From an optimization exercise on the open Yosys and OpenROAD flow, aimed at small area; shortcuts taken in it are not production practice. Only simulation tests tie the RTL to the original design; equivalence was not proved. Power figures rest on the tool's default switching activity, not on a simulated workload.

<file path="flow/config.mk">
export PLATFORM = sky130hd
export DESIGN_NAME = shooter_top
export DESIGN_NICKNAME = shooter_top
export VERILOG_FILES = /design/flow/design.v
export SDC_FILE = /design/flow/constraint.sdc
export NUM_CORES = 4
export LEC_CHECK = 0
export CAP_MARGIN = 20
export CORE_MARGIN = 2
export CORE_UTILIZATION = 60
export CTS_BUF_LIST = sky130_fd_sc_hd__clkbuf_4 sky130_fd_sc_hd__clkbuf_8
export PLACE_DENSITY = 0.7
export SLEW_MARGIN = 20
</file>
<file path="flow/constraint.sdc">
create_clock -name core_clock -period 10.0 [get_ports {CLOCK_50}]
set_input_delay 2.0000 -clock core_clock [delete_from_list [all_inputs] [get_ports {CLOCK_50}]]
set_output_delay 2.0000 -clock core_clock [all_outputs]
set_load 0.01 [all_outputs]
</file>
<file path="flow/design.v">
`default_nettype none
package game_pkg;
  localparam logic [2:0] START     = 3'd0;
  localparam logic [2:0] CLEAR     = 3'd1;
  localparam logic [2:0] PLAY      = 3'd2;
  localparam logic [2:0] GAME_OVER = 3'd3;
  localparam logic [2:0] WIN       = 3'd4;
  localparam logic [7:0] SCREEN_W = 8'd160;
  localparam logic [6:0] SCREEN_H = 7'd120;
  localparam logic [7:0] SHIP_W   = 8'd16;
  localparam logic [6:0] SHIP_H   = 7'd10;
  localparam logic [7:0] ENEMY_W  = 8'd16;
  localparam logic [6:0] ENEMY_H  = 7'd10;
  localparam logic [7:0] BULLET_W = 8'd4;
  localparam logic [6:0] BULLET_H = 7'd1;
  localparam logic [7:0] ENEMY_START_X = 8'd140;   
  localparam logic [7:0] BULLET_DX     = 8'd16;    
  localparam logic [6:0] BULLET_DY     = 7'd4;
  localparam logic [2:0] COL_BLACK  = 3'b000;
  localparam logic [2:0] COL_SHIP   = 3'b010;
  localparam logic [2:0] COL_ENEMY  = 3'b100;
  localparam logic [2:0] COL_BULLET = 3'b110;
  localparam logic [2:0] COL_LOSE   = 3'b101;
  localparam logic [2:0] COL_WIN    = 3'b011;
  localparam logic [6:0] LFSR_SEED = 7'h3f;   
endpackage
`default_nettype wire
`timescale 1ns/1ps
`default_nettype none
import game_pkg::*;
module shooter_top #(
  parameter int TICK_DIV   = 64,
  parameter int FIFO_DEPTH = 16
) (
  input  logic        CLOCK_50,
  input  logic        rst_n,
  input  logic        btn_left,
  input  logic        btn_right,
  input  logic        btn_up,
  input  logic        btn_down,
  input  logic        fire,
  input  logic        restart,
  input  logic        plot_ready,
  output logic        plot_valid,
  output logic [7:0]  plot_x,
  output logic [6:0]  plot_y,
  output logic [2:0]  plot_color,
  output logic [2:0]  game_state
);
  localparam int TW = (TICK_DIV > 1) ? $clog2(TICK_DIV) : 1;
  localparam int AW = (FIFO_DEPTH > 1) ? $clog2(FIFO_DEPTH) : 1;
  localparam logic [AW:0] FULL_CNT = (AW+1)'(FIFO_DEPTH);
  localparam logic [1:0] T_FILL = 2'd0;
  localparam logic [1:0] T_SHIP = 2'd1;
  localparam logic [1:0] T_ENEMY = 2'd2;
  localparam logic [1:0] T_BUL  = 2'd3;
  logic [TW-1:0] tick_cnt;
  logic          tick;
  logic          frame_go;
  logic [6:0]    lfsr;
  logic [6:0]    pending;
  logic [6:0]    first_box;
  logic          end_drawn;    
  logic [7:0]    ship_x, enemy_x, bul_x;
  logic [6:0]    ship_y, enemy_y, bul_y;
  logic          bul_act;
  logic [7:0]    cur_ship_x, cur_enemy_x;    
  logic [6:0]    cur_ship_y, cur_enemy_y;
  logic          cur_bul_act;
  logic          bul_new;
  logic [7:0]    beff_x;       
  logic [6:0]    beff_y;
  logic          mv_l, mv_r, mv_u, mv_d;   
  logic [7:0]    nxt_ship_x, nxt_enemy_x, nxt_bul_x;
  logic [6:0]    nxt_ship_y, nxt_bul_y;
  logic          nxt_bul_act;
  logic [6:0]    spawn_y;
  logic          hit_lose, hit_win, draw_en;
  logic          inc_x, dec_x, inc_y, dec_y;
  logic          fresh;        
  logic          launch;
  logic [8:0]    dsx;
  logic [7:0]    dsy;
  logic          mx, my;       
  logic          play_go;
  assign tick     = (tick_cnt == TW'(TICK_DIV - 1));
  assign frame_go = tick && (pending == '0);
  assign play_go  = frame_go && (game_state == PLAY);
  always_comb
  begin
    logic seen;
    seen = 1'b0;
    for (int i = 0; i < 7; i++)
    begin
      first_box[i] = pending[i] && !seen;
      seen = seen || pending[i];
    end
  end
  assign spawn_y  = (lfsr <= SCREEN_H - ENEMY_H) ? lfsr : lfsr - 7'd32;
  assign end_drawn   = (kq0[3:2] == T_FILL);
  assign cur_ship_x  = fresh ? '0 : ship_x;
  assign cur_ship_y  = fresh ? '0 : ship_y;
  assign cur_enemy_x = fresh ? ENEMY_START_X : enemy_x;
  assign cur_enemy_y = fresh ? spawn_y : enemy_y;
  assign cur_bul_act = !fresh && bul_act;
  assign inc_x = btn_right && (btn_left ? (cur_ship_x == '0) : (cur_ship_x < SCREEN_W - SHIP_W));
  assign dec_x = btn_left && (btn_right ? (cur_ship_x > SCREEN_W - SHIP_W) : (cur_ship_x != '0));
  assign inc_y = btn_up && !btn_down && (cur_ship_y < SCREEN_H - SHIP_H);
  assign dec_y = btn_down && (btn_up ? (cur_ship_y >= SCREEN_H - SHIP_H) : (cur_ship_y != '0));
  assign beff_x = bul_new ? ship_x + BULLET_DX : bul_x;
  assign beff_y = bul_new ? ship_y + BULLET_DY : bul_y;
  always_comb
  begin
    nxt_ship_x  = cur_ship_x + {{7{dec_x}}, dec_x || inc_x};
    nxt_ship_y  = cur_ship_y + {{6{dec_y}}, dec_y || inc_y};
    nxt_enemy_x = cur_enemy_x - 8'd1;
    nxt_bul_x   = beff_x;
    nxt_bul_y   = beff_y;
    nxt_bul_act = cur_bul_act;
    if (cur_bul_act)
    begin
      nxt_bul_x = beff_x + 8'd1;
      if ((beff_x >= SCREEN_W - BULLET_W - 8'd1) && (beff_x != 8'd255))
        nxt_bul_act = 1'b0;
    end
    launch = fire && !nxt_bul_act;
    if (launch)
    begin
      nxt_bul_x   = nxt_ship_x + BULLET_DX;
      nxt_bul_y   = nxt_ship_y + BULLET_DY;
      nxt_bul_act = 1'b1;
    end
    dsx = {1'b0, tick ? nxt_ship_x : beff_x} - {1'b0, cur_enemy_x};
    dsy = {1'b0, tick ? nxt_ship_y : beff_y} - {1'b0, cur_enemy_y};
    hit_lose = ((dsx < 9'd15) || (dsx >= 9'd496)) && ((dsy < 8'd10) || (dsy > 8'd246)) ||
               (cur_enemy_x == 8'd1);
    hit_win  = nxt_bul_act && (launch ? (dsx >= 9'd492) && (dsx <= 9'd510) &&
                                        ((dsy >= 8'd252) || (dsy <= 8'd5))
                                      : mx && my);
    draw_en  = !hit_lose && !hit_win;
  end
  logic          busy;        
  logic [3:0]    kq0, kq1, kq2;    
  logic [3:0]    req_kind;
  logic          accept, push, pop, load;
  logic [AW:0]   count;
  always_comb
  begin
    if (first_box[0])
      req_kind = {T_FILL, (game_state == WIN) ? 2'd2 : (game_state == GAME_OVER) ? 2'd1 : 2'd0};
    else if (first_box[1] || first_box[4])
      req_kind = {T_SHIP, first_box[4], first_box[4]};
    else if (first_box[2] || first_box[5])
      req_kind = {T_ENEMY, first_box[5], first_box[5]};
    else
      req_kind = {T_BUL, first_box[6], first_box[6]};
  end
  function automatic logic row_end(logic [1:0] t, logic [7:0] c);
    case (t)
      T_FILL:  row_end = (c == SCREEN_W - 8'd1);
      T_BUL:   row_end = (c == BULLET_W - 8'd1);
      default: row_end = (c == SHIP_W - 8'd1);
    endcase
  endfunction
  function automatic logic box_end(logic [1:0] t, logic [6:0] r);
    case (t)
      T_FILL:  box_end = (r == SCREEN_H - 7'd1);
      T_BUL:   box_end = (r == BULLET_H - 7'd1);
      default: box_end = (r == SHIP_H - 7'd1);
    endcase
  endfunction
  assign accept = (pending != '0) && !busy;
  assign push   = busy && (count != FULL_CNT);
  assign load   = !plot_valid || plot_ready;
  assign pop    = load && (count != '0);
  always_ff @(posedge CLOCK_50)
  begin
    if (accept)
    begin
      kq0 <= req_kind;
      kq1 <= kq0;
    end
    else if (play_go)
    begin
      if (kq0[3:2] != T_FILL) kq0[0] <= 1'b0;
      if (kq1[3:2] != T_FILL) kq1[0] <= 1'b0;
    end
  end
  logic [1:0]    ob;           
  logic          oend;         
  logic [3:0]    ok;           
  logic [3:0]    nk;           
  logic [3:0]    sk;           
  logic          o_row_end, o_pre_end;
  logic [7:0]    sx0;          
  logic [6:0]    sy0;
  logic          ers_sh, kx_neg, kx_pos, ky_neg, ky_pos;
  logic [3:0]    rc4;          
  logic [3:0]    rr4;
  logic          on_screen;
  assign kq2 = {T_ENEMY, kq1[1:0]};
  always_comb
  begin
    case (ob)
      2'd1:    ok = kq0;
      2'd2:    ok = kq1;
      default: ok = kq2;
    endcase
    nk = (ob == 2'd3) ? kq1 : kq0;
    sk = oend ? nk : ok;
  end
  assign ers_sh = (sk[3:2] == T_SHIP) && !sk[0];
  assign kx_neg = ers_sh && mv_r || (sk[3:2] == T_BUL) && !sk[0] && !bul_new;
  assign kx_pos = ers_sh && mv_l || (sk[3:2] == T_ENEMY) && !sk[0];
  assign ky_neg = ers_sh && mv_u;
  assign ky_pos = ers_sh && mv_d;
  always_comb
  begin
    case (sk[3:2])
      T_FILL:  begin sx0 = '0;      sy0 = '0;      end
      T_SHIP:  begin sx0 = ship_x;  sy0 = ship_y;  end
      T_ENEMY: begin sx0 = enemy_x; sy0 = enemy_y; end
      default: begin sx0 = sk[0] ? beff_x : bul_x; sy0 = sk[0] ? beff_y : bul_y; end
    endcase
    sx0 = sx0 + {{7{kx_neg}}, kx_neg || kx_pos};
    sy0 = sy0 + {{6{ky_neg}}, ky_neg || ky_pos};
    if (ok[3:2] == T_FILL)
      plot_color = (ok[1:0] == 2'd2) ? COL_WIN : (ok[1:0] == 2'd1) ? COL_LOSE : COL_BLACK;
    else if (!ok[1])
      plot_color = COL_BLACK;
    else if (ok[3:2] == T_SHIP)
      plot_color = COL_SHIP;
    else if (ok[3:2] == T_ENEMY)
      plot_color = COL_ENEMY;
    else
      plot_color = COL_BULLET;
  end
  assign rc4 = plot_x[3:0] - sx0[3:0];
  assign rr4 = plot_y[3:0] - sy0[3:0];
  always_comb
  begin
    case (ok[3:2])
      T_FILL:
      begin
        o_row_end = (plot_x == SCREEN_W - 8'd1);
        o_pre_end = (plot_x == SCREEN_W - 8'd2) && (plot_y == SCREEN_H - 7'd1);
      end
      T_BUL:
      begin
        o_row_end = (rc4[1:0] == 2'd3);
        o_pre_end = (rc4[1:0] == 2'd2);
      end
      default:
      begin
        o_row_end = (rc4 == 4'd15);
        o_pre_end = (rc4 == 4'd14) && (rr4 == 4'(SHIP_H - 7'd1));
      end
    endcase
  end
  logic          o_near;
  logic [4:0]    o_rem;
  always_comb
  begin
    o_near = 1'b0;
    o_rem  = '0;
    if (oend)
      o_near = 1'b1;
    else
      case (ok[3:2])
        T_FILL:
          if ((plot_y == SCREEN_H - 7'd1) && (plot_x >= SCREEN_W - 8'd17))
          begin
            o_near = 1'b1;
            o_rem  = ~plot_x[4:0];   
          end
        T_BUL:
        begin
          o_near = 1'b1;
          o_rem  = {3'd0, ~rc4[1:0]};
        end
        default:
          if (rr4 == 4'(SHIP_H - 7'd1))
          begin
            o_near = 1'b1;
            o_rem  = {1'b0, ~rc4};
          end
          else if ((rr4 == 4'(SHIP_H - 7'd2)) && (rc4 == 4'd15))
          begin
            o_near = 1'b1;
            o_rem  = 5'd16;
          end
      endcase
    if (ob == 2'd1)
      busy = !o_near || (o_rem > count);
    else if ((ob == 2'd2) && (kq0[3:2] == T_BUL))
      busy = !o_near || ({1'b0, o_rem} + 6'd4 > {1'b0, count});
    else
      busy = 1'b1;
  end
  always_comb
  begin
    if (oend)
      on_screen = (sx0 < SCREEN_W) && (sy0 < SCREEN_H);
    else if (o_row_end)
      on_screen = (sx0 < SCREEN_W) && ((plot_y < SCREEN_H - 7'd1) || (plot_y == 7'd127));
    else
      on_screen = ((plot_x < SCREEN_W - 8'd1) || (plot_x == 8'd255)) && (plot_y < SCREEN_H);
  end
  always_ff @(posedge CLOCK_50 or negedge rst_n)
  begin
    if (!rst_n)
    begin
      count <= '0;
      ob    <= 2'd1;
      oend  <= 1'b1;   
    end
    else
    begin
      if (push && !pop)
        count <= count + 1'b1;
      else if (pop && !push)
        count <= count - 1'b1;
      ob <= ob + 2'(accept) - 2'(pop && oend);
      if (pop)
        oend <= !oend && !o_row_end && o_pre_end;
    end
  end
  always_ff @(posedge CLOCK_50)
  begin
    if (pop)
    begin
      if (oend || o_row_end)
        plot_x <= sx0;
      else
        plot_x <= plot_x + 8'd1;
      if (oend)
        plot_y <= sy0;
      else if (o_row_end)
        plot_y <= plot_y + 7'd1;
    end
  end
  always_ff @(posedge CLOCK_50 or negedge rst_n)
  begin
    if (!rst_n)
      plot_valid <= 1'b0;
    else if (load)
      plot_valid <= (count != '0) && on_screen;
  end
  always_ff @(posedge CLOCK_50 or negedge rst_n)
  begin
    if (!rst_n)
    begin
      tick_cnt   <= '0;
      lfsr       <= LFSR_SEED;
      pending    <= '0;
      game_state <= START;
    end
    else
    begin
      tick_cnt <= tick ? '0 : tick_cnt + 1'b1;
      if (tick && game_state == START)
        lfsr <= {lfsr[5:0], lfsr[4] ^ lfsr[1]};
      if (accept)
        pending <= pending & ~first_box;
      if (frame_go)
      begin
        case (game_state)
          START:
            if (btn_left || btn_right || btn_up || btn_down)
              game_state <= CLEAR;
          CLEAR:
          begin
            pending    <= 7'b0000001;   
            game_state <= PLAY;
          end
          PLAY:
          begin
            pending <= {draw_en && nxt_bul_act, draw_en, draw_en, cur_bul_act, 2'b11, 1'b0};
            if (hit_lose)
              game_state <= GAME_OVER;
            else if (hit_win)
              game_state <= WIN;
          end
          GAME_OVER, WIN:
            if (!end_drawn)
              pending <= 7'b0000001;   
            else if (restart)
              game_state <= START;
          default:
            game_state <= START;
        endcase
      end
    end
  end
  always_ff @(posedge CLOCK_50)
  begin
    if (!tick)
    begin
      mx <= (dsx <= 9'd13) || (dsx >= 9'd507);
      my <= (dsy <= 8'd9);
    end
  end
  always_ff @(posedge CLOCK_50)
  begin
    if (frame_go && (game_state == CLEAR))
      fresh <= 1'b1;
    else if (play_go)
      fresh <= 1'b0;
    if (play_go)
    begin
      ship_x      <= nxt_ship_x;
      ship_y      <= nxt_ship_y;
      enemy_x     <= nxt_enemy_x;
      enemy_y     <= cur_enemy_y;
      bul_new     <= launch;
      bul_x       <= launch ? beff_x : nxt_bul_x;
      bul_y       <= beff_y;
      bul_act     <= nxt_bul_act;
      mv_l        <= dec_x;
      mv_r        <= inc_x;
      mv_u        <= inc_y;
      mv_d        <= dec_y;
    end
  end
endmodule
`default_nettype wire
</file>
<file path="flow/flow/run.sh">
#!/bin/bash
# Standard layout, with clock tree synthesis told not to add dummy loads.
set -euo pipefail
export CTS_ARGS="-sink_clustering_enable -repair_clock_nets -buf_list sky130_fd_sc_hd__clkbuf_8 -dont_use_dummy_load"
bash standard.sh > standard_flow.log 2>&1
</file>
<file path="flow/standard.sh">
#!/bin/bash
# synth_recipe.tcl (not shown) runs the flow's synth.tcl, then flattens the netlist and writes it again
# the make line also repeats each setting of config.mk as NAME=value (left out here)
make -C /OpenROAD-flow-scripts/flow DESIGN_CONFIG=/design/flow/config.mk WORK_HOME=/design/flow/orfs CLKGATE_MAP_FILE= SYNTH_SCRIPT=/design/flow/synth_recipe.tcl "${@:-finish}"
</file>
==> results of run 1 <==
==> final timing paths <==
path,from,to,cells past startpoint
min in group asynchronous,rst_n,tick_cnt[5],2
hold / removal,kq0[1],kq1[1],0
setup / recovery,ob[0],count[4],37
setup reg to reg,ob[0],count[4],37
hold reg to reg,kq0[1],kq1[1],0
max in group asynchronous,rst_n,ob[0],2
==> cell type report <==
class,count,area (um2),area share
tap,184,230,0.0239
clock buffer,9,124,0.0129
sequential,109,3110,0.323
timing repair buffer,36,345,0.0359
multi-input combinational,784,5550,0.576
inverter,71,267,0.0277
==> synth_stat cells (all sizes together), types with 3 or more instances <==
cell type / number
xnor2: 44
a22o: 4
mux2i: 23
o21a: 8
edfxtp: 76
o22ai: 3
a21oi: 78
nor4: 8
inv: 69
dfstp: 8
buf: 7
a21o: 12
a31oi: 7
and2: 3
a31o: 3
o21bai: 7
nand2b: 6
nor3b: 4
nand2: 92
nor2: 88
o21ai: 66
or3: 6
nor2b: 25
clkbuf: 17
o211ai: 4
o211a: 4
a21boi: 4
or2: 13
ha: 81
fa: 9
o221ai: 3
or4: 4
dfrtp: 24
o31ai: 9
xor2: 30
a221oi: 3
mux2: 18
o31a: 4
nand4: 6
nand3: 31
a211oi: 7
and3: 10
nand3b: 7
nor3: 19
==> flip-flops by register name, summed over array words and instances, names as in the netlist, 6 cells and up <==
signal    cells
ship_x        8
bul_y         7
ship_y        7
lfsr          7
pending       7
plot_x        8
enemy_x       8
enemy_y       7
bul_x         8
tick_cnt      6
plot_y        7
==> kinds of logic after synthesis <==
group                    Yosys count  synth area share
flip-flops                       109             0.345
AND/OR/NAND/NOR                  329             0.177
adder cells (fa/ha/maj)           90             0.132
AO/OA/AOI/OAI                    250             0.184
buffers and inverters             95            0.0405
XOR/XNOR                          74            0.0719
multiplexers                      41            0.0484
==> through the flow <==
step	instance area, um2	std cells
after floorplan	9020	988
after global placement	9500	1184
after detailed placement	9500	1184
after CTS	9630	1193
after global routing	9630	1193
final	9630	1193
==> critical path, delay by kind of cell (launching register included) <==
kind / cells / cell delay [ps]
AO/OA/AOI/OAI: 15 / 3700
XOR/XNOR: 4 / 670
adder cells (fa/ha/maj): 8 / 2320
buffers and inverters: 3 / 360
flip-flops: 1 / 550
multiplexers: 1 / 250
AND/OR/NAND/NOR: 6 / 870
==> power by group through the flow <==
| stage | clock network, mW | logic (mW) | registers, mW |
|---|---|---|---|
| after floorplan | 0 | 1.33 | 0.674 |
| after global placement | 0 | 1.70 | 0.691 |
| after detailed placement | 0 | 1.78 | 0.693 |
| after CTS | 0.233 | 1.78 | 0.684 |
| after global routing | 0.247 | 1.99 | 0.697 |
| final | 0.228 | 1.80 | 0.686 |
==> metal layers <==
metal	vias up	wire length (um)
met5	-	0
met4	0	400
met3	35	1230
met2	239	10900
met1	3628	10300
li1	3610	-
==> impl_metrics.toml, run 1 <==
[outcome]
outcome = "complete, no violations"

[timing]
period_share = 0.883
max_slew_margin = 0.412
fin_crit_ps = 8830
final_max_slew_viol_count = 0
final-hold-violation-count = 0
setup_slack_ps = 1170
fmax_mhz = 113
whs_ps = 498
worst_pin_slew_ps = 879
finalClockSkew_ps = 30.2
setup_viol = 0
setup_tns_ps = 0
rsz0062_at_grt = "no"

[cts]
cts_sinks = 109
cts-resized-gates = 0
root_buffer = "clkbuf_8"
holdBufCountCts = 0
cts_tree = "built"
cts_max_path_buffers = 2
cts_setup_buffers = 0
cts_buffers = 9
clk_pin_slew_ps = 90
cts_max_level = 3
clk_latency_ps = 400

[logic_synthesis]
avgSynthCellArea_um2 = 9.13
syn-cell-area_um2 = 9020
ys_types = 90
synth.largest_area_cell = "edfxtp_1"
synth_top_flop_cell = "edfxtp_1"
synth_cells = 988
seq_area_frac_synth = 0.345
ys_warn_count = 1
netlist.area_leader.share = 0.253
synth_seq_cells = 109
async_flop_share = 0.294
synth.area.top_cells = "edfxtp_1 25%, ha_1 11%, dfrtp_1 6.7%, xnor2_1 4.3%, a21oi_1 4.2%"
synth_edf_count = 76
synthesis.nets = 1087

[floorplan]
fp-row-count = 44
io_pins = 31
die_w_um = 127
die_height_um = 127
die-area_um2 = 16000
coreArea_um2 = 14600
initial_core_util = 0.618

[setup_path]
start_kind = "flip-flop"
cp_max_fo = 12
worst_ep_arrival_time_ps = 9100
critPathKind = "reg2reg"
critPathCaptureType = "flip-flop"
crit_top_cell = "ha_1"
cp.required_ps = 10270
cp_slowest_stage_delay_ps = 550
rrSetupSlack_ps = 1170
crit_slowest_cell = "dfstp_2"

[route]
dr_total_vias = 7512
drt-pass1-iter-count = 5
viasPerCell = 6.30
final_antenna_net_count = 0
drc = 0
wl_per_cell_um = 19.1
routed_wirelength_um = 22800
drt_iter0_markers = 659

[power]
clock_power_share = 0.084
switching_share = 0.475
net-switching-power_mw = 1.29
power_frac_comb = 0.663
p_leak_nw = 3.96
vdd_drop_max_mv = 0.171
total_power_mw = 2.71
powerDensity_nw_per_um2 = 282
p_int_mw = 1.42
power_frac_seq = 0.253

[finish]
final_common_cell = "nand2_1"
fin_nets = 1110
layout_common_cells = "92 x nand2_1, 86 x nor2_1, 81 x ha_1, 76 x edfxtp_1, 75 x a21oi_1"
n_antenna_cell = 0
area_growth_pct = 6.74
drive_gt1_frac = 0.0723
fillers = 1201
fin_util = 0.660

[global_route]
use_met1 = 0.396
grt_pass1_vias = 7261
grt_use_met3 = 0.0481
grt.total_usage = 0.289
grt_max_degree = 53
grt-busiest-layer = "met2"
grt_pass1_wl_um = 37000
met2_usage = 0.481
grt-ovfl-total = 0
antenna_found_initial = 0

[placed_design]
post-place-ws_ps = 1220
gp_congestion = 0.924
hpwlAfterDp_um = 17700
portBuffers = 30

[worst_hold_path]
hold_path_class = "reg2reg"

[flow_run]
maxCapViolCount = 0
==> run 2: changes to the inputs <==
==> flow/run.sh (new file) <==
#!/bin/bash
# synth_recipe.tcl (not shown) runs the flow's synth.tcl, then flattens the netlist and writes it again
# the make line also repeats each setting of config.mk as NAME=value (left out here)
make -C /OpenROAD-flow-scripts/flow DESIGN_CONFIG=/design/flow/config.mk WORK_HOME=/design/flow/orfs CLKGATE_MAP_FILE= SYNTH_SCRIPT=/design/flow/synth_recipe.tcl finish
removed: flow/flow/run.sh
removed: flow/standard.sh
==> run 2 against run 1 <==
Clock skew down 13 ps. Register-to-register slack about the same. Highest routed layer unchanged. Sequential power about the same. Synthesized area unchanged. Still clean. Count of clock-buffer cells in the layout up 1. Largest cell class unchanged. Combinational power about the same.
==> impl_metrics.toml, run 2 <==
[logic_synthesis]
netlist.area_leader.share = 0.253
synth_most_common_cell = "nand2_1"
avgSynthCellArea_um2 = 9.13
syn-cell-area_um2 = 9020
ys_warn_count = 1
yosys-top-cells-count = "92 x nand2_1, 87 x nor2_1, 81 x ha_1"
synth.area.top_cells = "edfxtp_1 25%, ha_1 11%, dfrtp_1 6.7%, xnor2_1 4.3%, a21oi_1 4.2%"
synth_top_flop_cell = "edfxtp_1"
synthesis.nets = 1087
synth_seq_cells = 109
async_flop_share = 0.294
synth.largest_area_cell = "edfxtp_1"
ys_types = 90
synth_edf_count = 76
seq_area_frac_synth = 0.345
synth_cells = 988

[finish]
multi_input_area_um2 = 5550
finalInstanceArea_um2 = 9700
area_growth_pct = 7.52
final_common_cell = "nand2_1"
fillers = 1200
seq_area_um2 = 3110
fin_nets = 1110
n_antenna_cell = 0
drive_gt1_frac = 0.0787
layout_common_cells = "92 x nand2_1, 86 x nor2_1, 81 x ha_1, 76 x edfxtp_1, 75 x a21oi_1"

[route]
drt_iter0_markers = 704
drt-pass1-iter-count = 6
wl_per_cell_um = 19.0
routed_wirelength_um = 22800
dr_total_vias = 7541
drc = 0
final_antenna_net_count = 0
viasPerCell = 6.28

[setup_path]
critPathKind = "reg2reg"
critPathCaptureType = "flip-flop"
crit_top_cell = "ha_1"
cp_max_fo = 12
crit_end = "count[4]"
cp.required_ps = 10290
crit_slowest_cell = "dfstp_2"
rrSetupSlack_ps = 1170
r2r_cells = 37
startpoint = "ob[0]"
r2r-end = "count[4]"
regToRegStartpoint = "ob[0]"
cp_slowest_stage_delay_ps = 560
start_kind = "flip-flop"
worst_ep_arrival_time_ps = 9120

[cts]
cts_max_path_buffers = 2
holdBufCountCts = 0
cts_max_level = 3
cts_setup_buffers = 0
clk_latency_ps = 390
cts_tree = "built"
cts-resized-gates = 0
clk_pin_slew_ps = 110
cts_sinks = 109
root_buffer = "clkbuf_8"
cts_buffers = 9

[power]
powerDensity_nw_per_um2 = 285
p_leak_nw = 4.00
vdd_drop_max_mv = 0.171

[worst_hold_path]
hold_path_class = "reg2reg"

[floorplan]
io_pins = 31
die_height_um = 127
die_w_um = 127
initial_core_util = 0.618
coreArea_um2 = 14600
die-area_um2 = 16000
fp-row-count = 44

[timing]
final_max_slew_viol_count = 0
setup_tns_ps = 0
whs_ps = 506
worst_pin_slew_ps = 880
max_slew_margin = 0.411
period_share = 0.883
rsz0062_at_grt = "no"
fin_crit_ps = 8830
fmax_mhz = 113
finalClockSkew_ps = 17.1
final-hold-violation-count = 0
setup_viol = 0

[flow_run]
maxCapViolCount = 0

[global_route]
antenna_found_initial = 0
grt_max_degree = 53
grt.total_usage = 0.288
grt-ovfl-total = 0
grt_pass1_vias = 7268
grt_pass1_wl_um = 37000

[placed_design]
hpwlAfterDp_um = 17700
place_area_um2 = 9500
gp_congestion = 0.924
portBuffers = 30

[outcome]
outcome = "complete, no violations"
## run 2: cell types whose count changed in the layout (fill, tap and decap cells not counted), sizes merged
| cell | previous run | this run |
|---|---|---|
| clkinv | 2 | 5 |
| clkbuf | 9 | 10 |
| inv | 69 | 72 |
## run 2: layout make-up
type | instances | area share
flip-flops and latches | 109 | 0.321
inverters | 71 | 0.0275
clock buffers | 10 | 0.0142
repair buffers | 36 | 0.0356
multi-input cells | 784 | 0.572
clock inverters | 6 | 0.00581
well taps | 184 | 0.0237
## run 2: worst min-delay path by stage
| stage | start | endpoint | slack, ps | depth (start not counted) |
|---|---|---|---|---|
| floorplan | kq0[1] | kq1[1] | 430 | 0 |
| global placement | tick_cnt[5] | tick_cnt[5] | 470 | 1 |
| detailed placement | kq0[1] | kq1[1] | 480 | 0 |
| CTS | kq0[1] | kq1[1] | 500 | 0 |
| global route | kq0[1] | kq1[1] | 510 | 0 |
| finish | kq0[1] | kq1[1] | 510 | 0 |
## run 2: power by group
group          leakage [nW]  internal [mW]  switching [mW]
clock                 0.102          0.103           0.173
sequential             1.09          0.589          0.0966
combinational          2.81          0.753            1.04
## run 2: per-stage QoR
step	cells	setup WS, ps	total power, mW	util
after floorplan	988	2050	2.00	-
after global placement	1184	1620	2.39	0.651
after detailed placement	1184	1220	2.47	0.651
after CTS	1200	1210	2.75	0.665
after global routing	1200	650	2.98	0.665
final	1200	1170	2.76	0.665
## run 2: critical path, delay by kind of cell, from the launching register on
family                     cells  cell delay (ps)
muxes                          1              240
DFF                            1              560
adders and majority gates      8             2320
xor gates and xnor gates       4              660
buffers and inverters          3              360
AOI/OAI and AO/OA             15             3710
and+or+nand+nor                6              870
## run 2: kinds of logic after synthesis
logic type	count (synthesis)	share of synthesized area
fa+ha+maj	90	0.132
simple gates	329	0.177
buf+inv	95	0.0405
xor+xnor	74	0.0719
mux	41	0.0484
compound gates	250	0.184
flops	109	0.345
## run 2: routing by layer
layer	global-route usage	up-vias	wire [um]
met4	0.0692	0	354
li1	-	3621	-
met5	0	-	0
met2	0.480	261	10900
met3	0.0472	26	1250
met1	0.396	3633	10300
==> run 3: changes to the inputs <==
==> flow/flow/run.sh (new file) <==
#!/bin/bash
# Standard layout, with clock tree synthesis told not to add dummy loads and to
# cluster at most 10 flip-flops per leaf buffer.
set -euo pipefail
export CTS_ARGS="-sink_clustering_enable -repair_clock_nets -buf_list sky130_fd_sc_hd__clkbuf_8 -sink_clustering_size 10 -sink_clustering_max_diameter 60 -dont_use_dummy_load"
bash standard.sh > standard_flow.log 2>&1
==> flow/standard.sh (new file) <==
#!/bin/bash
# synth_recipe.tcl (not shown) runs the flow's synth.tcl, then flattens the netlist and writes it again
# the make line also repeats each setting of config.mk as NAME=value (left out here)
make -C /OpenROAD-flow-scripts/flow DESIGN_CONFIG=/design/flow/config.mk WORK_HOME=/design/flow/orfs CLKGATE_MAP_FILE= SYNTH_SCRIPT=/design/flow/synth_recipe.tcl "${@:-finish}"
removed: flow/run.sh
==> run 3 against run 2 <==
Largest cell class unchanged. Clock power fell by 17%. Setup slack improved by 7.8 ps. Hold slack worse by 7.9 ps. Combinational power is essentially flat. Synthesized cell count stayed put. Global-route usage grew 0.054 points. Via count fell by 0.38%. Die area is the same. Total power decreased by 1.7%. Critical path depth unchanged.
==> impl_metrics.toml, run 3 <==
[outcome]
outcome = "complete, no violations"

[worst_hold_path]
hold_path_class = "reg2reg"

[finish]
final_common_cell = "nand2_1"
fin_util = 0.660
drive_gt1_frac = 0.0723
area_growth_pct = 6.74
layout_common_cells = "92 x nand2_1, 86 x nor2_1, 81 x ha_1, 76 x edfxtp_1, 75 x a21oi_1"
seq_area_um2 = 3110
n_antenna_cell = 0
multi_input_area_um2 = 5550
finalInstanceArea_um2 = 9630
fin_nets = 1110
fillers = 1201

[global_route]
grt-busiest-layer = "met2"
antenna_found_initial = 0
grt_pass1_vias = 7261
grt_max_degree = 53
grt_use_met3 = 0.0481
use_met1 = 0.396
met2_usage = 0.481
grt.total_usage = 0.289
grt_pass1_wl_um = 37000
grt-ovfl-total = 0

[logic_synthesis]
avgSynthCellArea_um2 = 9.13
async_flop_share = 0.294
netlist.area_leader.share = 0.253
synth_edf_count = 76
synth_most_common_cell = "nand2_1"
synth.area.top_cells = "edfxtp_1 25%, ha_1 11%, dfrtp_1 6.7%, xnor2_1 4.3%, a21oi_1 4.2%"
ys_warn_count = 1
synth.largest_area_cell = "edfxtp_1"
synth_top_flop_cell = "edfxtp_1"
syn-cell-area_um2 = 9020
synth_cells = 988
yosys-top-cells-count = "92 x nand2_1, 87 x nor2_1, 81 x ha_1"
synth_seq_cells = 109
synthesis.nets = 1087
seq_area_frac_synth = 0.345
ys_types = 90

[cts]
holdBufCountCts = 0
cts_max_level = 3
cts_max_path_buffers = 2
cts-resized-gates = 0
cts_tree = "built"
cts_buffers = 9
clk_pin_slew_ps = 90
cts_sinks = 109
clk_latency_ps = 400
cts_setup_buffers = 0
root_buffer = "clkbuf_8"

[timing]
worst_pin_slew_ps = 879
fin_crit_ps = 8830
period_share = 0.883
whs_ps = 498
max_slew_margin = 0.412
finalClockSkew_ps = 30.2
setup_tns_ps = 0
setup_viol = 0
fmax_mhz = 113
rsz0062_at_grt = "no"
final_max_slew_viol_count = 0
final-hold-violation-count = 0

[power]
p_int_mw = 1.42
clock_power_share = 0.084
net-switching-power_mw = 1.29
p_leak_nw = 3.96
power_frac_comb = 0.663
switching_share = 0.475
vdd_drop_max_mv = 0.171
power_frac_seq = 0.253
powerDensity_nw_per_um2 = 282

[setup_path]
critPathCaptureType = "flip-flop"
cp.required_ps = 10270
start_kind = "flip-flop"
worst_ep_arrival_time_ps = 9100
crit_top_cell = "ha_1"
critPathKind = "reg2reg"
cp_slowest_stage_delay_ps = 550
cp_max_fo = 12
crit_slowest_cell = "dfstp_2"

[route]
final_antenna_net_count = 0
wl_per_cell_um = 19.1
dr_total_vias = 7512
drc = 0
drt_iter0_markers = 659
routed_wirelength_um = 22800
viasPerCell = 6.30
drt-pass1-iter-count = 5

[floorplan]
coreArea_um2 = 14600
die_w_um = 127
die_height_um = 127
fp-row-count = 44
die-area_um2 = 16000
initial_core_util = 0.618
io_pins = 31

[placed_design]
gp_congestion = 0.924
place_area_um2 = 9500
portBuffers = 30
hpwlAfterDp_um = 17700

[flow_run]
maxCapViolCount = 0
-- run 3: layout make-up --
type | instances | area share
clock buffer | 9 | 0.0129
inverter | 71 | 0.0277
sequential | 109 | 0.323
multi-input combinational | 784 | 0.576
timing repair buffer | 36 | 0.0359
tap | 184 | 0.0239
-- run 3: worst paths after layout --
path,startpoint,to,slack [ps],cells after the start
min in group asynchronous,rst_n,tick_cnt[5],2030,2
worst max register to register,ob[0],count[4],1170,37
max in group asynchronous,rst_n,ob[0],7600,2
worst min-delay path,kq0[1],kq1[1],500,0
worst min register to register,kq0[1],kq1[1],500,0
worst max-delay path,ob[0],count[4],1170,37
-- run 3: per-layer routing --
layer / up-vias / wire (um) / part of all wire
li1: 3610 / - / -
met1: 3628 / 10300 / 0.45
met2: 239 / 10900 / 0.48
met3: 35 / 1230 / 0.054
met4: 0 / 400 / 0.018
met5: - / 0 / 0
-- run 3: critical path: cells and delay by family, from the launching register on --
family	cells	cell delay [ps]
AOI/OAI and AO/OA	15	3700
and+or+nand+nor	6	870
muxes	1	250
DFF	1	550
xor gates and xnor gates	4	670
buffers and inverters	3	360
adders and majority gates	8	2320
-- run 3: through the flow --
stage	power [mW]	cells	worst slack [ps]
5_1_grt	2.93	1193	657
3_3_place_gp	2.39	1184	1620
2_1_floorplan	2.00	988	2050
6_report	2.71	1193	1170
3_5_place_dp	2.47	1184	1220
4_1_cts	2.70	1193	1220
-- run 3: cell families after synthesis --
| kind of cell | after synthesis | share of synthesized area |
|---|---|---|
| adders and majority gates | 90 | 0.132 |
| and+or+nand+nor | 329 | 0.177 |
| muxes | 41 | 0.0484 |
| buffers and inverters | 95 | 0.0405 |
| DFF | 109 | 0.345 |
| xor gates and xnor gates | 74 | 0.0719 |
| AOI/OAI and AO/OA | 250 | 0.184 |
-- run 3: power by group through the flow --
stage	Clock, mW	Combinational [mW]	Sequential (mW)
2_1_floorplan	0	1.33	0.674
3_3_place_gp	0	1.70	0.691
3_5_place_dp	0	1.78	0.693
4_1_cts	0.233	1.78	0.684
5_1_grt	0.247	1.99	0.697
6_report	0.228	1.80	0.686
==> run 4: changes to the inputs <==
==> flow/flow/run.sh (replaced) <==
#!/bin/bash
# Standard layout, with the smallest buffer on each port and clock tree
# synthesis told not to add dummy loads and to cluster at most 10 flip-flops
# per leaf buffer.
set -euo pipefail
export BUFFER_PORTS_ARGS="-inputs -outputs -buffer_cell sky130_fd_sc_hd__buf_1"
export CTS_ARGS="-sink_clustering_enable -repair_clock_nets -buf_list sky130_fd_sc_hd__clkbuf_8 -sink_clustering_size 10 -sink_clustering_max_diameter 60 -dont_use_dummy_load"
bash standard.sh > standard_flow.log 2>&1
==> run 4 against run 3 <==
Cell count about the same. Via count decreased by 3.6%. Die area stayed put. Critical path depth unchanged. Count of clock-buffer cells in the layout stayed put. Global-route usage shrank 1.3 points. Hold slack got worse by 11 ps. Sequential share of layout area rose by 0.66 points. Sequential power about the same. Flip-flop and latch count unchanged. Total power is 4.3% lower. Critical endpoint unchanged.
==> impl_metrics.toml, run 4 <==
[timing]
finalClockSkew_ps = 30.3
worst_pin_slew_ps = 940
period_share = 0.861
setup_tns_ps = 0
fin_crit_ps = 8610
whs_ps = 487
final-hold-violation-count = 0
fmax_mhz = 116
final_max_slew_viol_count = 0
rsz0062_at_grt = "no"
max_slew_margin = 0.371
setup_viol = 0
setup_slack_ps = 1390

[setup_path]
crit_slowest_cell = "dfstp_2"
critPathKind = "reg2reg"
crit_top_cell = "ha_1"
worst_ep_arrival_time_ps = 8900
critPathCaptureType = "flip-flop"
start_kind = "flip-flop"
cp_max_fo = 12
cp.required_ps = 10300
cp_slowest_stage_delay_ps = 550

[cts]
clk_latency_ps = 410
clk_pin_slew_ps = 120
cts_max_level = 3
cts-resized-gates = 0
cts_buffers = 9
holdBufCountCts = 0
cts_tree = "built"
cts_max_path_buffers = 2
cts_setup_buffers = 0
root_buffer = "clkbuf_8"
cts_sinks = 109

[logic_synthesis]
async_flop_share = 0.294
netlist.area_leader.share = 0.253
synth.area.top_cells = "edfxtp_1 25%, ha_1 11%, dfrtp_1 6.7%, xnor2_1 4.3%, a21oi_1 4.2%"
synth_seq_cells = 109
synthesis.nets = 1087
synth.largest_area_cell = "edfxtp_1"
synth_edf_count = 76
seq_area_frac_synth = 0.345
syn-cell-area_um2 = 9020
ys_types = 90
synth_most_common_cell = "nand2_1"
yosys-top-cells-count = "92 x nand2_1, 87 x nor2_1, 81 x ha_1"
avgSynthCellArea_um2 = 9.13
synth_cells = 988
synth_top_flop_cell = "edfxtp_1"
ys_warn_count = 1

[finish]
area_growth_pct = 4.59
layout_common_cells = "92 x nand2_1, 86 x nor2_1, 81 x ha_1, 76 x edfxtp_1, 75 x a21oi_1"
final_common_cell = "nand2_1"
fillers = 1245
fin_util = 0.646
fin_nets = 1109
n_antenna_cell = 0
drive_gt1_frac = 0.0724
instances_no_fill = 1192
finalInstanceArea_um2 = 9430

[global_route]
antenna_found_initial = 0
grt-ovfl-total = 0
grt-busiest-layer = "met2"
met2_usage = 0.431
grt_pass1_wl_um = 35000
grt_pass1_vias = 6744
grt.total_usage = 0.275
use_met1 = 0.405
grt_max_degree = 53
grt_use_met3 = 0.0266

[route]
viasPerCell = 6.08
final_antenna_net_count = 0
wl_per_cell_um = 18.0
drt_iter0_markers = 730
drt-pass1-iter-count = 5
drc = 0
routed_wirelength_um = 21400
dr_total_vias = 7242

[power]
p_leak_nw = 3.88
switching_share = 0.477
vdd_drop_max_mv = 0.155
power_frac_comb = 0.647
total_power_mw = 2.60
p_int_mw = 1.36
power_frac_seq = 0.264
powerDensity_nw_per_um2 = 275
clock_power_share = 0.089
net-switching-power_mw = 1.24

[placed_design]
portBuffers = 30
post-place-ws_ps = 1420
hpwlAfterDp_um = 16700
place_inst = 1183
place_area_um2 = 9310
gp_congestion = 0.870

[floorplan]
initial_core_util = 0.618
die_w_um = 127
coreArea_um2 = 14600
die-area_um2 = 16000
die_height_um = 127
fp-row-count = 44
io_pins = 31

[worst_hold_path]
hold_path_class = "reg2reg"

[outcome]
outcome = "complete, no violations"

[flow_run]
maxCapViolCount = 0
run 4: cell counts after synthesis:
Identical to the previous run, type by type.
run 4: area by class of cell:
cell class | count | area (um2) | share of cell area
Sequential cell | 109 | 3110 | 0.330
Inverter | 71 | 267 | 0.0283
Multi-Input combinational cell | 784 | 5550 | 0.588
Tap cell | 184 | 230 | 0.0244
Timing Repair Buffer | 35 | 151 | 0.0161
Clock buffer | 9 | 124 | 0.0131
run 4: cells by family (layout without fill, tap and decap cells):
logic type               after synthesis  in the layout  share of synthesized area
XOR/XNOR                              74             74                     0.0719
adder cells (fa/ha/maj)               90             90                      0.132
buffers and inverters                 95            115                     0.0405
multiplexers                          41             41                     0.0484
AND/OR/NAND/NOR                      329            329                      0.177
AO/OA/AOI/OAI                        250            250                      0.184
flip-flops                           109            109                      0.345
run 4: power by group through the flow:
stage | logic [mW] | clock network, mW | registers [mW]
after detailed placement | 1.67 | 0 | 0.694
after floorplan | 1.33 | 0 | 0.674
after CTS | 1.67 | 0.235 | 0.684
after global placement | 1.65 | 0 | 0.691
after global routing | 1.90 | 0.247 | 0.696
final | 1.68 | 0.232 | 0.684
run 4: final timing paths:
path / start / depth (start not counted) / slack [ps] / to
setup / recovery: ob[0] / 37 / 1390 / count[4]
hold / removal: tick_cnt[5] / 1 / 490 / tick_cnt[5]
setup reg to reg: ob[0] / 37 / 1390 / count[4]
hold reg to reg: tick_cnt[5] / 1 / 490 / tick_cnt[5]
max in group asynchronous: rst_n / 1 / 7720 / pending[4]
min in group asynchronous: rst_n / 1 / 1710 / count[4]
run 4: critical path, delay by kind of cell (launching register included):
| family | cells | cell delay (ps) |
|---|---|---|
| compound gates | 12 | 2780 |
| xor+xnor | 4 | 660 |
| fa+ha+maj | 8 | 2330 |
| buf+inv | 2 | 210 |
| flops | 1 | 550 |
| mux | 1 | 230 |
| simple gates | 10 | 1780 |
run 4: per-layer routing:
metal / vias to the layer above / routed length [um]
met5: - / 0
met4: 0 / 457
met3: 25 / 1260
met2: 227 / 9660
met1: 3384 / 10000
li1: 3606 / -
==> run 5: changes to the inputs <==
==> flow/flow/run.sh (replaced) <==
#!/bin/bash
# Standard layout with three changes:
#  - synthesis maps with an area-oriented ABC script (flow/abc_area.script, used
#    through ABC_AREA=1 from a copy of the ORFS scripts folder; all other scripts
#    are ORFS's own);
#  - the smallest buffer on each port;
#  - clock tree synthesis without dummy loads.
set -euo pipefail
here=$(pwd)
rm -rf "$here/orfs_scripts"
cp -r "$FLOW_HOME/scripts" "$here/orfs_scripts"
cp "$here/flow/abc_area.script" "$here/orfs_scripts/abc_area.script"
export SCRIPTS_DIR="$here/orfs_scripts"
export BUFFER_PORTS_ARGS="-inputs -outputs -buffer_cell sky130_fd_sc_hd__buf_1"
export CTS_ARGS="-sink_clustering_enable -repair_clock_nets -buf_list sky130_fd_sc_hd__clkbuf_8 -dont_use_dummy_load"
bash standard.sh > standard_flow.log 2>&1
==> flow/flow/abc_area.script (new file) <==
strash
&get -n
&st
&syn2
&dch -f
&nf -a -R 1000
&put
topo
--- a/flow/config.mk
+++ b/flow/config.mk
@@ -7,2 +7,3 @@
 export LEC_CHECK = 0
+export ABC_AREA = 1
 export CAP_MARGIN = 20
@@ -10,3 +11,2 @@
 export CORE_UTILIZATION = 60
-export CTS_BUF_LIST = sky130_fd_sc_hd__clkbuf_4 sky130_fd_sc_hd__clkbuf_8
 export PLACE_DENSITY = 0.7
==> run 5 against run 4 <==
Core utilization is 1.1 points higher. Still clean on timing, DRC and antenna. Die area is 7.7% lower. Highest routed layer unchanged. Hold slack worse by 21 ps. Critical endpoint unchanged.
==> impl_metrics.toml, run 5 <==
[outcome]
outcome = "complete, no violations"

[finish]
drive_gt1_frac = 0.0273
layout_common_cells = "109 x nor2_1, 91 x nand2_1, 81 x ha_1, 76 x edfxtp_1, 71 x o21ai_0"
final_common_cell = "nor2_1"
seq_area_um2 = 3110
n_antenna_cell = 0
finalInstanceArea_um2 = 8810
multi_input_area_um2 = 4970
fin_nets = 1053
instances_no_fill = 1128
fillers = 1187
area_growth_pct = 6.16

[logic_synthesis]
async_flop_share = 0.294
yosys-mux-area-fraction = 0.0313
synth_seq_cells = 109
yosys-top-cells-count = "109 x nor2_1, 91 x nand2_1, 81 x ha_1"
synth-simple-area-share = 0.177
synthesis.nets = 1005
synth_xor_area_frac = 0.0865
synth.area.top_cells = "edfxtp_1 27%, ha_1 12%, dfrtp_1 7.2%, xnor2_1 5.4%, nor2_1 4.9%"
synth.largest_area_cell = "edfxtp_1"
seq_area_frac_synth = 0.375
ys_types = 49
synth_most_common_cell = "nor2_1"
synth_edf_count = 76
synth_top_family_by_area = "simple AND/OR/NAND/NOR gates"
synth-compound-area-share = 0.160
synth_cells = 906
synth_top_flop_cell = "edfxtp_1"
netlist.area_leader.share = 0.275
avgSynthCellArea_um2 = 9.16
syn-cell-area_um2 = 8300
synthAdderAreaFrac = 0.144
ys_warn_count = 1

[global_route]
grt_pass1_wl_um = 32300
antenna_found_initial = 0
grt_pass1_vias = 6555
grt.total_usage = 0.279
grt-ovfl-total = 0
grt_max_degree = 53

[setup_path]
path_buf_inv = 4
crit_slowest_cell = "a21oi_1"
start_kind = "flip-flop"
critPathKind = "reg2reg"
r2r_cells = 40
r2r-end = "count[4]"
cp.required_ps = 10260
critical-path-top-delay-family = "compound AO/OA/AOI/OAI gates"
critPathCaptureType = "flip-flop"
worst_ep_arrival_time_ps = 9090
cp_max_fo = 12
startpoint = "ob[0]"
cp_slowest_stage_delay_ps = 660
regToRegStartpoint = "ob[0]"
rrSetupSlack_ps = 1170

[cts]
cts_max_path_buffers = 2
root_buffer = "clkbuf_8"
cts-resized-gates = 0
cts_buffers = 9
cts_max_level = 3
holdBufCountCts = 0
clk_latency_ps = 390
cts_setup_buffers = 0
cts_tree = "built"
cts_sinks = 109
clk_pin_slew_ps = 110

[power]
powerDensity_nw_per_um2 = 248
p_leak_nw = 3.55
vdd_drop_max_mv = 0.124

[route]
routed_wirelength_um = 19800
drt_iter0_markers = 558
final_antenna_net_count = 0
viasPerCell = 6.10
dr_total_vias = 6876
wl_per_cell_um = 17.6
drc = 0
drt-pass1-iter-count = 5

[timing]
worst_pin_slew_ps = 1020
max_slew_margin = 0.319
period_share = 0.883
final_max_slew_viol_count = 0
finalClockSkew_ps = 29.1
final-hold-violation-count = 0
fmax_mhz = 113
setup_tns_ps = 0
rsz0062_at_grt = "no"
setup_viol = 0
fin_crit_ps = 8830

[placed_design]
place_inst = 1119
place_area_um2 = 8690
gp_congestion = 0.922
portBuffers = 30
hpwlAfterDp_um = 15400

[floorplan]
die_height_um = 122
fp-row-count = 42
die_w_um = 122
initial_core_util = 0.620
coreArea_um2 = 13400
die-area_um2 = 14800
io_pins = 31

[worst_hold_path]
hold_path_end = "tick_cnt[0]"
min_path_cells = 1
hp-start = "tick_cnt[0]"
hold_path_class = "reg2reg"

[flow_run]
maxCapViolCount = 0
==> run 5: cell types whose count changed after synthesis, moves of 10 or more <==
cell      delta
a22oi_1     +11
nor2_1      +22
inv_1       -68
clkinv_1    +56
a21o_1      +12
mux2_2      -17
clkbuf_1    -17
or2_2       -10
==> run 5: power breakdown <==
| part | internal, mW | switching (mW) |
|---|---|---|
| registers | 0.572 | 0.0852 |
| logic | 0.524 | 0.781 |
| clock network | 0.0813 | 0.141 |
| total | 1.18 | 1.01 |
==> run 5: worst reg2reg max path: cells and delay by family, from the launching register on <==
family / cells / cell delay, ps
compound gates: 11 / 2520
flops: 1 / 560
buf+inv: 4 / 400
xor+xnor: 5 / 710
simple gates: 12 / 2210
fa+ha+maj: 8 / 2340
==> run 5: cell families after synthesis <==
family | Yosys count
buffers and inverters | 58
AO/OA/AOI/OAI | 222
AND/OR/NAND/NOR | 320
adder cells (fa/ha/maj) | 90
XOR/XNOR | 82
flip-flops | 109
multiplexers | 25
==> run 5: worst max path at each step <==
stage / slack [ps] / to / cells after the start
6_report: 1170 / count[4] / 40
4_1_cts: 1240 / count[4] / 40
3_5_place_dp: 1280 / count[4] / 40
2_1_floorplan: 1930 / count[4] / 34
3_3_place_gp: 1760 / count[4] / 40
5_1_grt: 550 / count[4] / 40
==> run 5: layout make-up <==
| cell class | count | share of cell area |
|---|---|---|
| inverters | 58 | 0.0248 |
| multi-input cells | 739 | 0.564 |
| clock buffers | 9 | 0.0141 |
| repair buffers | 37 | 0.0189 |
| flip-flops and latches | 109 | 0.353 |
| well taps | 176 | 0.0250 |
==> run 5: layer usage <==
metal | track usage | up-vias | wire, um
li1 | - | 3357 | -
met1 | 0.377 | 3263 | 9100
met2 | 0.459 | 223 | 9220
met3 | 0.0478 | 33 | 962
met4 | 0.0912 | 0 | 566
met5 | 0 | - | 0
==> run 5: stage by stage <==
stage          total power [mW]   util  worst slack (ps)  hold WS (ps)
6_report                   2.18  0.658              1170           466
3_5_place_dp               1.95  0.648              1280           454
4_1_cts                    2.18  0.658              1240           469
3_3_place_gp               1.89  0.648              1760           440
5_1_grt                    2.36  0.658               550           475
2_1_floorplan              1.60      -              1930           424
==> run 6: changes to the inputs <==
--- a/flow/flow/run.sh
+++ b/flow/flow/run.sh
@@ -1,3 +1,3 @@
 #!/bin/bash
-# Standard layout with three changes:
+# Standard layout with four changes:
 #  - synthesis maps with an area-oriented ABC script (flow/abc_area.script, used
@@ -5,4 +5,7 @@
 #    are ORFS's own);
+#  - adders are left to ABC instead of being mapped to half/full adder cells
+#    beforehand (ADDER_MAP_FILE empty);
 #  - the smallest buffer on each port;
 #  - clock tree synthesis without dummy loads.
+# Registers are mapped before ABC runs, so they are those of the standard synthesis.
 set -euo pipefail
@@ -13,2 +16,3 @@
 export SCRIPTS_DIR="$here/orfs_scripts"
+export ADDER_MAP_FILE=
 export BUFFER_PORTS_ARGS="-inputs -outputs -buffer_cell sky130_fd_sc_hd__buf_1"
==> flow/flow/abc_area.script (replaced) <==
strash
&get -n
&st
&syn2
&dch -f
&nf -a -R 1000
&st
&syn2
&dch -f
&nf -a -R 1000
&put
topo
==> run 6 against run 5 <==
Cell area down 6.4%. Flip-flop and latch count unchanged. Critical path depth down 11. Maximum frequency up 11%. Sequential power up 7.3%. Setup slack better by 840 ps. Clock skew down 6.2 ps. Die area down 6.3%. First-iteration DRC count up 60%. Register-to-register slack better by 840 ps. Count of clock-buffer cells in the layout unchanged. Largest cell class unchanged. Largest power group unchanged. Highest routed layer unchanged.
==> impl_metrics.toml, run 6 <==
[outcome]
outcome = "complete, no violations"

[setup_path]
critical-path-top-delay-family = "simple AND/OR/NAND/NOR gates"
cp_max_fo = 33
crit_top_cell = "a21oi_1"
critPathCaptureType = "flip-flop"
critPathKind = "reg2reg"
worst_ep_arrival_time_ps = 8260
cp_slowest_stage_delay_ps = 880
start_kind = "flip-flop"
path_buf_inv = 1
crit_slowest_cell = "dfstp_2"
cp.required_ps = 10280

[cts]
cts_max_level = 3
clk_latency_ps = 390
root_buffer = "clkbuf_8"
cts_sinks = 109
cts_setup_buffers = 0
cts_tree = "built"
holdBufCountCts = 0
cts-resized-gates = 0
cts_buffers = 9
cts_max_path_buffers = 2
clk_pin_slew_ps = 100

[finish]
final_common_cell = "nor2_1"
layout_common_cells = "138 x nor2_1, 133 x nand2_1, 98 x o21ai_0, 76 x a21oi_1, 76 x edfxtp_1"
finalInstanceArea_um2 = 8250
area_growth_pct = 6.37
fin_nets = 992
n_antenna_cell = 0
drive_gt1_frac = 0.0255

[global_route]
grt.total_usage = 0.291
grt-ovfl-total = 0
antenna_found_initial = 0
grt_pass1_vias = 6680
grt_max_degree = 53
grt_pass1_wl_um = 32800

[floorplan]
die_height_um = 118
die-area_um2 = 13900
coreArea_um2 = 12600
die_w_um = 118
initial_core_util = 0.615
io_pins = 31
fp-row-count = 41

[timing]
fmax_mhz = 125
rsz0062_at_grt = "no"
setup_viol = 0
setup_slack_ps = 2010
worst_pin_slew_ps = 999
setup_tns_ps = 0
final-hold-violation-count = 0
fin_crit_ps = 7990
max_slew_margin = 0.333
period_share = 0.799
final_max_slew_viol_count = 0
finalClockSkew_ps = 22.9

[logic_synthesis]
synth_top_flop_cell = "edfxtp_1"
seq_area_frac_synth = 0.401
ys_warn_count = 1
avgSynthCellArea_um2 = 8.28
synth_most_common_cell = "nor2_1"
synthesis.nets = 946
synth_seq_cells = 109
synth.largest_area_cell = "edfxtp_1"
synth_cells = 937
ys_types = 58
synth_edf_count = 76
netlist.area_leader.share = 0.294
syn-cell-area_um2 = 7760
yosys-top-cells-count = "138 x nor2_1, 133 x nand2_1, 98 x o21ai_0"
async_flop_share = 0.294
synth.area.top_cells = "edfxtp_1 29%, dfrtp_1 7.7%, nor2_1 6.7%, xnor2_1 6.5%, nand2_1 6.4%"

[placed_design]
portBuffers = 30
post-place-ws_ps = 2120
hpwlAfterDp_um = 14900
place_area_um2 = 8130
gp_congestion = 1.00

[worst_hold_path]
hold_path_class = "reg2reg"

[power]
vdd_drop_max_mv = 0.139
p_leak_nw = 2.96
total_power_mw = 2.21
powerDensity_nw_per_um2 = 268

[route]
drc = 0
wl_per_cell_um = 17.2
drt-pass1-iter-count = 6
final_antenna_net_count = 0
drt_iter0_markers = 895
routed_wirelength_um = 19900
viasPerCell = 6.27
dr_total_vias = 7231

[flow_run]
maxCapViolCount = 0
[run 6: cell count changes after synthesis, moves of 18 or more]
cell	before	now
ha_1	81	0
nand2_1	91	133
clkinv_1	58	29
nor2_1	109	138
o21ai_0	72	98
a21o_1	23	5
[run 6: final cells by class]
cell class | instances | area [um2]
Fill cell | 1094 | 4370
Clock buffer | 9 | 124
Inverter | 29 | 110
Timing Repair Buffer | 35 | 151
Multi-Input combinational cell | 799 | 4540
Sequential cell | 109 | 3110
Tap cell | 172 | 215
[run 6: metal layers]
metal / vias to the layer above / routed length (um) / global-route usage
li1: 3505 / - / -
met1: 3348 / 8500 / 0.396
met2: 329 / 9290 / 0.473
met3: 49 / 1360 / 0.0310
met4: 0 / 715 / 0.132
met5: - / 0 / 0
[run 6: worst min-delay path, cell delays in order, from the launching register on]
cell	delay, ps
dfstp_2	380
nand2_1	50
nand2_1	40
[run 6: per-stage QoR]
step | hold slack, ps | utilization | instances
floorplan | 426 | - | 937
global placement | 444 | 0.644 | 1144
detailed placement | 452 | 0.644 | 1144
CTS | 476 | 0.654 | 1153
global route | 493 | 0.654 | 1153
finish | 472 | 0.654 | 1153
[run 6: kinds of logic (layout without fill, tap and decap cells)]
logic type / after synthesis / count (layout) / synth area share
compound gates: 269 / 269 / 0.208
fa+ha+maj: 3 / 3 / 0.00387
simple gates: 418 / 418 / 0.245
mux: 23 / 23 / 0.0308
buf+inv: 29 / 73 / 0.0140
flops: 109 / 109 / 0.401
xor+xnor: 86 / 86 / 0.0971
[run 6: where the power goes]
group          internal, mW  leakage (nW)  switching (mW)  total [mW]
clock network        0.0813        0.0647           0.139       0.220
logic                 0.474          1.81           0.809        1.28
registers             0.603          1.09           0.103       0.706
[run 6: final timing paths]
check                         from         end  slack (ps)  cells past startpoint
max in group asynchronous    rst_n     lfsr[6]        7780                      1
hold / removal             lfsr[5]     lfsr[5]         470                      2
setup / recovery              oend  pending[6]        2010                     29
min in group asynchronous    rst_n    count[4]        1700                      1
setup reg to reg              oend  pending[6]        2010                     29
hold reg to reg            lfsr[5]     lfsr[5]         470                      2
==> run 7: changes to the inputs <==
==> flow/flow/abc_area.script (replaced) <==
strash
&get -n
&st
&dc2
&syn2
&dch -f
&nf -a -R 1000
&st
&dc2
&syn2
&dch -f
&nf -a -R 1000
&st
&dc2
&syn2
&dch -f
&nf -a -R 1000
&put
topo
==> run 7 against run 6 <==
Synthesized cell count fell by 8.3%. Core utilization up 0.21 points. Cell area decreased by 4.1%. Total power shrank 5.3%. Still clean. Sequential power down 1%. Clock power about the same. Clock skew down 6.7 ps. Register-to-register slack gained 690 ps.
==> impl_metrics.toml, run 7 <==
[logic_synthesis]
synth.largest_area_cell = "edfxtp_1"
synth_top_flop_cell = "edfxtp_1"
async_flop_share = 0.294
synthesis.nets = 868
synth_edf_count = 76
avgSynthCellArea_um2 = 8.67
synth_cells = 859
seq_area_frac_synth = 0.418
synth_seq_cells = 109
syn-cell-area_um2 = 7440
synth_most_common_cell = "nor2_1"
netlist.area_leader.share = 0.307
synth.area.top_cells = "edfxtp_1 31%, dfrtp_1 8.1%, xnor2_1 6.4%, nor2_1 5.6%, a21oi_1 5.5%"
ys_types = 53
yosys-top-cells-count = "112 x nor2_1, 103 x nand2_1, 82 x a21oi_1"
ys_warn_count = 1

[setup_path]
cp.required_ps = 10150
worst_ep_arrival_time_ps = 7440
critPathKind = "reg2reg"
cp_slowest_stage_delay_ps = 820
r2r_cells = 25
cp_max_fo = 27
start_kind = "flip-flop"
critPathCaptureType = "flip-flop"
crit_slowest_cell = "dfstp_2"
crit_top_cell = "o21ai_0"

[floorplan]
initial_core_util = 0.617
die_w_um = 115
die_height_um = 115
fp-row-count = 40
io_pins = 31
die-area_um2 = 13300
coreArea_um2 = 12100

[placed_design]
hpwlAfterDp_um = 14200
gp_congestion = 0.938
place_area_um2 = 7790
portBuffers = 30

[finish]
finalInstanceArea_um2 = 7920
final_common_cell = "nor2_1"
fin_nets = 912
n_antenna_cell = 0
drive_gt1_frac = 0.0244
layout_common_cells = "112 x nor2_1, 103 x nand2_1, 82 x a21oi_1, 76 x edfxtp_1, 61 x o21ai_0"
area_growth_pct = 6.34

[power]
vdd_drop_max_mv = 0.147
total_power_mw = 2.09
p_leak_nw = 2.82
powerDensity_nw_per_um2 = 264

[timing]
max_slew_margin = 0.309
fmax_mhz = 137
whs_ps = 484
period_share = 0.730
setup_viol = 0
setup_tns_ps = 0
rsz0062_at_grt = "no"
final-hold-violation-count = 0
final_max_slew_viol_count = 0
finalClockSkew_ps = 16.1
worst_pin_slew_ps = 1030
fin_crit_ps = 7300

[cts]
cts_max_path_buffers = 2
cts_max_level = 3
cts_setup_buffers = 0
root_buffer = "clkbuf_8"
clk_pin_slew_ps = 100
cts-resized-gates = 0
cts_buffers = 9
cts_tree = "built"
cts_sinks = 109
holdBufCountCts = 0
clk_latency_ps = 380

[route]
highest_layer = "met4"
drt-pass1-iter-count = 5
final_antenna_net_count = 0
drt_iter0_markers = 664
dr_total_vias = 6712
viasPerCell = 6.28
routed-wl-met2_um = 8930
wl_per_cell_um = 17.9
routed_wirelength_um = 19200
drc = 0
m1WireLength_um = 8420
wl_met3_um = 1260

[global_route]
grt-ovfl-total = 0
grt_pass1_wl_um = 31400
grt_max_degree = 52
grt.total_usage = 0.300
grt_pass1_vias = 6232
antenna_found_initial = 0

[worst_hold_path]
hold_path_class = "reg2reg"
min_path_cells = 1

[flow_run]
maxCapViolCount = 0

[outcome]
outcome = "complete, no violations"
[run 7: changes by cell type in the layout (fill, tap and decap cells not counted), moves of 7 or more]
| cell | delta |
|---|---|
| o21ai_0 | -37 |
| nand2_1 | -30 |
| nor2_1 | -26 |
| o22ai_1 | +10 |
| or2_0 | +9 |
| o21a_1 | -7 |
[run 7: worst paths after layout]
kind	endpoint	slack (ps)	startpoint
max	kq1[0]	2700	oend
min	tick_cnt[1]	480	tick_cnt[1]
max reg2reg	kq1[0]	2700	oend
min reg2reg	tick_cnt[1]	480	tick_cnt[1]
max in group asynchronous	count[2]	7750	rst_n
min in group asynchronous	plot_valid	1690	rst_n
[run 7: cells by family (layout without fill, tap and decap cells)]
group,Yosys count,after routing,share of synthesized area
and+or+nand+nor,376,376,0.236
buffers and inverters,26,68,0.0131
DFF,109,109,0.418
adders and majority gates,5,5,0.00672
AOI/OAI and AO/OA,231,231,0.187
xor gates and xnor gates,82,82,0.0965
muxes,30,30,0.0424
[run 7: per-layer routing]
metal  vias up  GRT usage
li1       3241          -
met4         0      0.122
met2       288      0.474
met3        34     0.0569
met5         -          0
met1      3149      0.407
[run 7: layout make-up]
type | count | area [um2]
Multi-Input combinational cell | 724 | 4230
Fill cell | 1036 | 4150
Sequential cell | 109 | 3110
Tap cell | 168 | 210
Timing Repair Buffer | 33 | 136
Clock buffer | 9 | 124
Inverter | 26 | 97.6
[run 7: stage by stage]
step	setup slack, ps	instances	utilization
global route	2050	1069	0.656
floorplan	3630	859	-
CTS	2820	1069	0.656
detailed placement	2840	1060	0.646
finish	2700	1069	0.656
global placement	3150	1060	0.646
[run 7: critical path: cells and delay by family, from the launching register on]
family	cells	cell delay, ps
DFF	1	820
and+or+nand+nor	12	3050
buffers and inverters	1	370
AOI/OAI and AO/OA	10	2270
xor gates and xnor gates	2	540
[run 7: power breakdown]
group	switching, mW	leakage [nW]	internal [mW]
Clock	0.139	0.0647	0.0813
Sequential	0.104	1.08	0.595
Combinational	0.724	1.67	0.450
Total	0.967	2.82	1.13
==> run 8: changes to the inputs <==
--- a/flow/flow/abc_area.script
+++ b/flow/flow/abc_area.script
@@ -2,2 +2,4 @@
 &get -n
+&st
+&deepsyn -J 20
 &st
==> run 8 against run 7 <==
Still clean. Register-to-register slack gained 800 ps. Via count shrank 1.9%. Clock skew is 9.7 ps higher. Global-route usage increased by 0.10 points. Wire length is 0.68% lower. Non-clock buffer count increased by 5. Count of clock-buffer cells in the layout unchanged. Hold slack worse by 7.1 ps. Sequential share of layout area up 0.80 points. Combinational power down 11%. Critical path type is now in2reg. Largest cell class unchanged. Largest power group unchanged.
==> impl_metrics.toml, run 8 <==
[outcome]
outcome = "complete, no violations"

[global_route]
grt_pass1_wl_um = 30600
grt_pass1_vias = 6070
grt_max_degree = 53
antenna_found_initial = 0
grt.total_usage = 0.301
grt-ovfl-total = 0

[floorplan]
die_height_um = 114
coreArea_um2 = 11900
io_pins = 31
initial_core_util = 0.610
die-area_um2 = 13000
die_w_um = 114

[placed_design]
portBuffers = 30
hpwlAfterDp_um = 14000

[setup_path]
crit_slowest_cell = "o311ai_1"
critical-path-top-delay-family = "compound AO/OA/AOI/OAI gates"
path_buf_inv = 3
start_kind = "input port"
critPathCaptureType = "flip-flop"
crit_top_cell = "nor2_1"

[route]
drt_iter0_markers = 841
final_antenna_net_count = 0
viasPerCell = 6.40
drt-pass1-iter-count = 8
wl_per_cell_um = 18.5
drc = 0
routed_wirelength_um = 19000

[logic_synthesis]
synth_cells = 834
synth_edf_count = 76
synth_most_common_cell = "nand2_1"
seq_area_frac_synth = 0.428
synth_seq_cells = 109
avgSynthCellArea_um2 = 8.72
async_flop_share = 0.294
syn-cell-area_um2 = 7270
synthesis.nets = 843
yosys-top-cells-count = "124 x nand2_1, 112 x nor2_1, 76 x edfxtp_1"
netlist.area_leader.share = 0.314
synth.largest_area_cell = "edfxtp_1"

[finish]
layout_common_cells = "124 x nand2_1, 112 x nor2_1, 76 x edfxtp_1, 68 x a21oi_1, 64 x o21ai_0"
fin_nets = 892
multi_input_area_um2 = 4050
n_antenna_cell = 0
final_common_cell = "nand2_1"
drive_gt1_frac = 0.0318
area_growth_pct = 6.69

[cts]
cts_tree = "built"
holdBufCountCts = 0
cts_max_level = 3
clk_pin_slew_ps = 90
root_buffer = "clkbuf_8"
cts_max_path_buffers = 2
cts-resized-gates = 0
clk_latency_ps = 390
cts_sinks = 109

[power]
clock_power_share = 0.110
power_frac_comb = 0.535
power_frac_seq = 0.354
vdd_drop_max_mv = 0.107
powerDensity_nw_per_um2 = 251
net-switching-power_uw = 899

[timing]
fmax_mhz = 147
setup_viol = 0
fin_crit_ps = 6800
setup_tns_ps = 0
rsz0062_at_grt = "no"
period_share = 0.680
max_slew_margin = 0.372

[worst_hold_path]
hold_path_class = "reg2reg"

[flow_run]
maxCapViolCount = 0
run 8: power groups by stage:
stage	combinational (mW)	clock (mW)	sequential, mW
after floorplan	0.737	0	0.685
after global placement	0.982	0	0.690
after detailed placement	1.02	0	0.697
after CTS	1.02	0.220	0.687
after global routing	1.16	0.234	0.702
final	1.04	0.215	0.690
run 8: cell families (layout without fill, tap and decap cells):
group	Yosys count	after routing	synth area share
and+or+nand+nor	359	359	0.223
muxes	30	30	0.0439
xor gates and xnor gates	79	79	0.0952
DFF	109	109	0.428
buffers and inverters	31	78	0.0160
adders and majority gates	3	3	0.00413
AOI/OAI and AO/OA	223	223	0.190
run 8: worst paths after layout:
kind	from	endpoint	slack, ps	cells past startpoint
setup / recovery	btn_right	pending[6]	3200	25
hold / removal	kq0[1]	kq1[1]	480	0
setup reg to reg	oend	kq1[0]	3500	26
hold reg to reg	kq0[1]	kq1[1]	480	0
max in group asynchronous	rst_n	game_state[1]	7740	1
min in group asynchronous	rst_n	lfsr[6]	1710	1
run 8: cell type report:
type	instances	share of cell area
clock buffers	9	0.0160
repair buffers	38	0.0224
well taps	147	0.0237
flip-flops and latches	109	0.401
inverters	31	0.0152
multi-input cells	694	0.521
run 8: per-stage QoR:
| step | area (um2) | worst slack [ps] | utilization | std cells |
|---|---|---|---|---|
| after floorplan | 7270 | 3440 | - | 834 |
| after global placement | 7630 | 2870 | 0.640 | 1019 |
| after detailed placement | 7630 | 2610 | 0.640 | 1019 |
| after CTS | 7750 | 2960 | 0.651 | 1028 |
| after global routing | 7760 | 2630 | 0.651 | 1028 |
| final | 7760 | 3200 | 0.651 | 1028 |
run 8: layer usage:
| layer | vias up | track usage | routed length, um |
|---|---|---|---|
| li1 | 3151 | - | - |
| met1 | 3140 | 0.405 | 8280 |
| met2 | 250 | 0.490 | 8890 |
| met3 | 43 | 0.0498 | 1240 |
| met4 | 0 | 0.117 | 634 |
| met5 | - | 0 | 0 |
run 8: worst register-to-register path: stages, from the launching register on:
cell and delay [ps]:
dfstp_2 810, clkinv_1 280, a21oi_1 330, a21o_1 330, nor2_1 70, buf_4 210
a222oi_1 290, nand2_1 150, a21oi_1 290, a21oi_1 190, nor2_1 170, xor2_1 320
xnor2_1 150, o32ai_1 340, nand3_1 120, o21ai_0 150, nand4_1 180, o21a_1 170
o21ai_0 230, o21ai_0 110, o21ai_0 80, a21oi_1 90, o31ai_1 70, buf_4 180
or2_0 390, clkinv_1 340, and2_0 240
